Context: an optimization exercise on an open-source flow, tuned for small area and a short achievable clock period. The choices shown serve that exercise and are no tape-out recipe.
In this exercise RTL edits were held to simulation tests only and were not proved equivalent to the original.
Power is estimated from default activity; no workload was simulated.

==> flow/design.v <==
module qspi_mem_responder #(
    parameter int DEPTH        = 256,
    parameter int DUMMY_CYCLES = 6,
    parameter int SYNC_STAGES  = 2
) (
    input  logic                     clk_i,
    input  logic                     rst_i,
    input  logic                     cs_in,
    input  logic                     sck_i,
    input  logic [3:0]               sd_i,
    output logic [3:0]               sd_o,
    output logic [3:0]               sd_oen_o,
    input  logic                     bd_we_i,
    input  logic [$clog2(DEPTH)-1:0] bd_addr_i,
    input  logic [7:0]               bd_data_i
);
    localparam int NSLOT = 16;               
    localparam int NBYTE = DEPTH / NSLOT;    
    localparam int AW    = $clog2(DEPTH);
    localparam int BW    = $clog2(NBYTE);    
    localparam int PW    = AW - BW;          
    localparam logic [3:0] HDR_OP   = 4'd1;
    localparam logic [3:0] HDR_ADDR = 4'd7;
    localparam logic [3:0] HDR_LAST = 4'(7 + DUMMY_CYCLES);
    typedef enum logic [2:0] {
        ST_IDLE,
        ST_HDR,
        ST_RDATA,
        ST_WDATA,
        ST_IGNORE
    } state_t;
    logic [SYNC_STAGES-1:0]      cs_sync_reg;
    logic [SYNC_STAGES-1:0]      sck_sync_reg;
    logic [SYNC_STAGES-1:0][3:0] sd_sync_reg;
    always_ff @(posedge clk_i) begin
        if (rst_i) cs_sync_reg <= '1;
        else       cs_sync_reg <= {cs_sync_reg[SYNC_STAGES-2:0], cs_in};
        sck_sync_reg <= {sck_sync_reg[SYNC_STAGES-2:0], sck_i};
        sd_sync_reg  <= {sd_sync_reg[SYNC_STAGES-2:0], sd_i};
    end
    logic       cs_s, sck_s;
    logic [3:0] sd_s;
    assign cs_s  = cs_sync_reg[SYNC_STAGES-1];
    assign sck_s = sck_sync_reg[SYNC_STAGES-1];
    assign sd_s  = sd_sync_reg[SYNC_STAGES-1];
    logic                   sck_prev_reg;
    logic                   cs_prev_reg;
    logic [SYNC_STAGES-1:0] flush_reg;
    logic                   armed_reg;
    always_ff @(posedge clk_i) begin
        sck_prev_reg <= sck_s;
        if (rst_i) begin
            cs_prev_reg <= 1'b1;
            flush_reg   <= '0;
            armed_reg   <= 1'b0;
        end else begin
            cs_prev_reg <= cs_s;
            flush_reg   <= (flush_reg << 1) | SYNC_STAGES'(1);
            if (flush_reg[SYNC_STAGES-1] && cs_s)
                armed_reg <= 1'b1;
        end
    end
    logic sck_rise, sck_fall, cs_fall;
    assign sck_rise = sck_s & ~sck_prev_reg & ~cs_s;
    assign sck_fall = ~sck_s & sck_prev_reg & ~cs_s;
    assign cs_fall  = armed_reg & cs_prev_reg & ~cs_s;
    logic [PW-1:0] rot_reg;
    always_ff @(posedge clk_i) rot_reg <= rot_reg + PW'(1);
    state_t     state_reg;
    logic [3:0] hdr_cnt_reg;     
    logic [3:0] shift_reg;
    logic [7:0] shift_next;
    logic       is_read_reg;
    logic [AW-1:0] addr_reg;     
    logic       rd_phase_reg;    
    logic       wr_half_reg;     
    logic       fetch_on_reg;    
    logic       start_reg;       
    logic       rbuf_vld_reg;    
    logic [7:0] rbuf_reg;
    logic [7:0] cur_reg;         
    logic [7:0] cur_next;
    logic       rd_phase_next;
    assign shift_next = {shift_reg, sd_s};
    logic [PW-1:0] tap_pos_reg;   
    logic          tap_hit;
    logic [7:0]    tap_byte;
    logic          consume;
    logic          fetch;
    assign tap_hit = (tap_pos_reg == '0);
    assign consume = (state_reg == ST_RDATA) && sck_fall && !rd_phase_reg;
    assign fetch   = fetch_on_reg && tap_hit && (!rbuf_vld_reg || consume);
    assign cur_next = consume ? rbuf_reg : cur_reg;
    always_comb begin
        rd_phase_next = rd_phase_reg;
        if (state_reg == ST_HDR && sck_rise && hdr_cnt_reg == HDR_ADDR)
            rd_phase_next = 1'b0;
        else if (state_reg == ST_RDATA && sck_fall)
            rd_phase_next = !rd_phase_reg;
    end
    always_ff @(posedge clk_i) rd_phase_reg <= rd_phase_next;
    logic wr_commit;
    assign wr_commit = (state_reg == ST_WDATA) && sck_rise && wr_half_reg;
    always_ff @(posedge clk_i) begin
        if (fetch)
            rbuf_reg <= tap_byte ^ {8{rot_reg[0]}};
        cur_reg <= cur_next;
        if (sck_rise)
            shift_reg <= shift_next[3:0];
        sd_o <= rd_phase_next ? cur_next[7:4] : cur_next[3:0];
    end
    always_ff @(posedge clk_i) begin
        if (rst_i) begin
            state_reg <= ST_IDLE;
            sd_oen_o  <= '0;
        end else if (cs_s) begin
            state_reg <= ST_IDLE;
            sd_oen_o  <= '0;
        end else begin
            case (state_reg)
                ST_IDLE:   if (cs_fall) state_reg <= ST_HDR;
                ST_HDR: begin
                    if (sck_rise) begin
                        if (hdr_cnt_reg == HDR_OP) begin
                            if (shift_next != 8'hEB && shift_next != 8'h38)
                                state_reg <= ST_IGNORE;
                        end
                        if (hdr_cnt_reg == HDR_ADDR && !is_read_reg)
                            state_reg <= ST_WDATA;
                        if (hdr_cnt_reg == HDR_LAST)
                            state_reg <= ST_RDATA;
                    end
                end
                ST_RDATA:  if (sck_fall) sd_oen_o <= 4'hF;
                default: ;
            endcase
        end
    end
    always_ff @(posedge clk_i) begin
        if (state_reg == ST_IDLE) begin
            hdr_cnt_reg  <= '0;
            fetch_on_reg <= 1'b0;
        end else begin
            if (state_reg == ST_HDR && sck_rise)
                hdr_cnt_reg <= hdr_cnt_reg + 4'd1;
            if (start_reg)
                fetch_on_reg <= 1'b1;
        end
        if (start_reg)
            tap_pos_reg <= addr_reg[AW-1:BW] + rot_reg + PW'(1);
        else if (fetch && (addr_reg[BW-1:0] == '1))
            tap_pos_reg <= PW'(2);
        else
            tap_pos_reg <= tap_pos_reg + PW'(1);
        if (state_reg == ST_HDR && sck_rise && hdr_cnt_reg == HDR_OP)
            is_read_reg <= shift_next[0];    
        if (state_reg == ST_HDR && sck_rise && hdr_cnt_reg == HDR_ADDR) begin
            addr_reg     <= shift_next[AW-1:0];
            start_reg    <= is_read_reg;
            rbuf_vld_reg <= 1'b0;
            wr_half_reg  <= 1'b0;
        end else begin
            start_reg <= 1'b0;
            if (fetch || wr_commit)
                addr_reg <= addr_reg + AW'(1);
            if (fetch)
                rbuf_vld_reg <= 1'b1;
            else if (consume)
                rbuf_vld_reg <= 1'b0;
            if (state_reg == ST_WDATA && sck_rise)
                wr_half_reg <= !wr_half_reg;
        end
    end
    logic          wa_v_reg;
    logic [AW-1:0] wa_addr_reg;
    logic [7:0]    wa_data_reg;
    always_ff @(posedge clk_i) begin
        wa_v_reg <= wr_commit | bd_we_i;
        if (state_reg == ST_WDATA) begin
            wa_addr_reg <= addr_reg;
            wa_data_reg <= {shift_reg, sd_s};
        end else begin
            wa_addr_reg <= bd_addr_i;
            wa_data_reg <= bd_data_i;
        end
    end
    logic [PW-1:0]    wslot;
    logic [NSLOT-1:0] slot_hit, slot_miss;    
    logic [NBYTE-1:0] byte_hit, byte_miss;    
    logic [7:0]       wdata_n_reg;
    logic [NSLOT-1:0] slot_hit_next;
    logic [NBYTE-1:0] byte_hit_next;
    assign wslot = wa_addr_reg[AW-1:BW] + rot_reg;
    always_comb begin
        for (int p = 0; p < NSLOT; p++)
            slot_hit_next[p] = wa_v_reg && (wslot == PW'(p));
        for (int b = 0; b < NBYTE; b++)
            byte_hit_next[b] = (wa_addr_reg[BW-1:0] == BW'(b));
    end
    always_ff @(posedge clk_i) begin
        slot_hit    <= slot_hit_next;
        slot_miss   <= ~slot_hit_next;
        byte_hit    <= byte_hit_next;
        byte_miss   <= ~byte_hit_next;
        wdata_n_reg <= ~(wa_data_reg ^ {8{rot_reg[0]}});
    end
    logic [NSLOT-1:0][NBYTE-1:0][7:0] ring_reg;
    logic [NSLOT-1:0][NBYTE-1:0][7:0] ring_next;
    genvar gp, gb;
    generate
        for (gp = 0; gp < NSLOT; gp++) begin : g_slot
            for (gb = 0; gb < NBYTE; gb++) begin : g_byte
                logic sel, sel_n;
                assign sel   = ~(slot_miss[gp] | byte_miss[gb]);
                assign sel_n = ~(slot_hit[gp] & byte_hit[gb]);
                assign ring_next[gp][gb] =
                    ~((ring_reg[(gp + NSLOT - 1) % NSLOT][gb] | {8{sel}})
                      & ({8{sel_n}} | wdata_n_reg));
            end
        end
    endgenerate
    always_ff @(posedge clk_i) ring_reg <= ring_next;
    assign tap_byte = ring_reg[NSLOT-2][addr_reg[BW-1:0]];
endmodule
export LEC_CHECK = 0
export CAP_MARGIN = 20
export CORE_MARGIN = 2
export CORE_UTILIZATION = 65
export CTS_CLUSTER_DIAMETER = 70
export CTS_CLUSTER_SIZE = 26
export PLACE_DENSITY = 0.72
export SETUP_SLACK_MARGIN = 2.9
export SLEW_MARGIN = 20
create_clock -name core_clock -period 5.0 [get_ports {clk_i}]
run.sh (not shown) runs the stock make flow with config.mk's settings and CLKGATE_MAP_FILE= SYNTH_SCRIPT=/design/flow/synth_recipe.tcl, a recipe that flattens the netlist after the stock synthesis.
==> next run, changes <==
--- a/flow/design.v
+++ b/flow/design.v
@@ -26,4 +26,5 @@
         ST_IDLE,
         ST_HDR,
+        ST_RWAIT,
         ST_RDATA,
         ST_WDATA,
@@ -44,10 +45,13 @@
     assign sck_s = sck_sync_reg[SYNC_STAGES-1];
     assign sd_s  = sd_sync_reg[SYNC_STAGES-1];
-    logic                   sck_prev_reg;
+    logic                   sck_rise_reg, sck_fall_reg;
     logic                   cs_prev_reg;
     logic [SYNC_STAGES-1:0] flush_reg;
     logic                   armed_reg;
     always_ff @(posedge clk_i) begin
-        sck_prev_reg <= sck_s;
+        sck_rise_reg <= !rst_i && !cs_sync_reg[SYNC_STAGES-2]
+                        && sck_sync_reg[SYNC_STAGES-2] && !sck_sync_reg[SYNC_STAGES-1];
+        sck_fall_reg <= !rst_i && !cs_sync_reg[SYNC_STAGES-2]
+                        && !sck_sync_reg[SYNC_STAGES-2] && sck_sync_reg[SYNC_STAGES-1];
         if (rst_i) begin
             cs_prev_reg <= 1'b1;
@@ -62,6 +66,6 @@
     end
     logic sck_rise, sck_fall, cs_fall;
-    assign sck_rise = sck_s & ~sck_prev_reg & ~cs_s;
-    assign sck_fall = ~sck_s & sck_prev_reg & ~cs_s;
+    assign sck_rise = sck_rise_reg;
+    assign sck_fall = sck_fall_reg;
     assign cs_fall  = armed_reg & cs_prev_reg & ~cs_s;
     logic [PW-1:0] rot_reg;
@@ -89,5 +93,7 @@
     logic          fetch;
     assign tap_hit = (tap_pos_reg == '0);
-    assign consume = (state_reg == ST_RDATA) && sck_fall && !rd_phase_reg;
+    logic          rd_active;
+    assign rd_active = (state_reg == ST_RWAIT) || (state_reg == ST_RDATA);
+    assign consume = rd_active && sck_fall && !rd_phase_reg;
     assign fetch   = fetch_on_reg && tap_hit && (!rbuf_vld_reg || consume);
     assign cur_next = consume ? rbuf_reg : cur_reg;
@@ -96,5 +102,5 @@
         if (state_reg == ST_HDR && sck_rise && hdr_cnt_reg == HDR_ADDR)
             rd_phase_next = 1'b0;
-        else if (state_reg == ST_RDATA && sck_fall)
+        else if (rd_active && sck_fall)
             rd_phase_next = !rd_phase_reg;
     end
@@ -110,30 +116,32 @@
         sd_o <= rd_phase_next ? cur_next[7:4] : cur_next[3:0];
     end
-    always_ff @(posedge clk_i) begin
-        if (rst_i) begin
-            state_reg <= ST_IDLE;
-            sd_oen_o  <= '0;
-        end else if (cs_s) begin
-            state_reg <= ST_IDLE;
-            sd_oen_o  <= '0;
+    state_t state_next;
+    always_comb begin
+        state_next = state_reg;
+        if (rst_i || cs_s) begin
+            state_next = ST_IDLE;
         end else begin
             case (state_reg)
-                ST_IDLE:   if (cs_fall) state_reg <= ST_HDR;
+                ST_IDLE:   if (cs_fall) state_next = ST_HDR;
                 ST_HDR: begin
                     if (sck_rise) begin
                         if (hdr_cnt_reg == HDR_OP) begin
                             if (shift_next != 8'hEB && shift_next != 8'h38)
-                                state_reg <= ST_IGNORE;
+                                state_next = ST_IGNORE;
                         end
                         if (hdr_cnt_reg == HDR_ADDR && !is_read_reg)
-                            state_reg <= ST_WDATA;
+                            state_next = ST_WDATA;
                         if (hdr_cnt_reg == HDR_LAST)
-                            state_reg <= ST_RDATA;
+                            state_next = ST_RWAIT;
                     end
                 end
-                ST_RDATA:  if (sck_fall) sd_oen_o <= 4'hF;
+                ST_RWAIT:  if (sck_fall) state_next = ST_RDATA;
                 default: ;
             endcase
         end
+    end
+    always_ff @(posedge clk_i) begin
+        state_reg <= state_next;
+        sd_oen_o  <= {4{state_next == ST_RDATA}};
     end
     always_ff @(posedge clk_i) begin
The new run completed with no timing, DRC or antenna violations; via count is higher by 0.74%; hold slack is about the same; total power climbs by 0.91%; setup slack is about the same; critical path depth stays the same; synthesized area barely changes; non-clock buffer count went up by 6; combinational power stays flat; final cell count is about the same; cell area hardly moves; routed wire length increases by 2.9%; first-iteration DRC count decreases by 2.6%; global-route usage grows by 0.80 points; clock skew is lower by 0.011 ns.

==> what the ideal ports hide <==
The results above use ideal ports. As a check the final layouts listed here were re-extracted and re-timed, cells and wires unchanged. Step 1: set_driving_cell puts a clkbuf_16 on clk_i and a buf_2 on each other input, an assumption about the parent block. Step 2 adds t to the input delays and takes it off the output delays; t is the mean of the earliest and latest rising clock arrival at the registers after step 1. Input paths then give back, and output paths get back, about the clock's delay inside the block. Slacks: ideal ports / drivers / drivers and shift; pairs: ideal ports / drivers.
run | shift t [ns] | slack for setup (ns) | slew at the worst register clock pin (ns) | worst slew at a driven data input, ns
the first run | 0.776 | 2.776 / 2.702 / 2.675 | 0.10 / 0.10 | 0.04
the second run | 0.778 | 2.773 / 2.701 / 2.773 | 0.10 / 0.10 | 0.04
After both steps setup and hold are still met in every run listed. For the first run, which loses most, drivers alone change the setup slack by -0.074 ns; drivers and shift together by -0.101 ns.
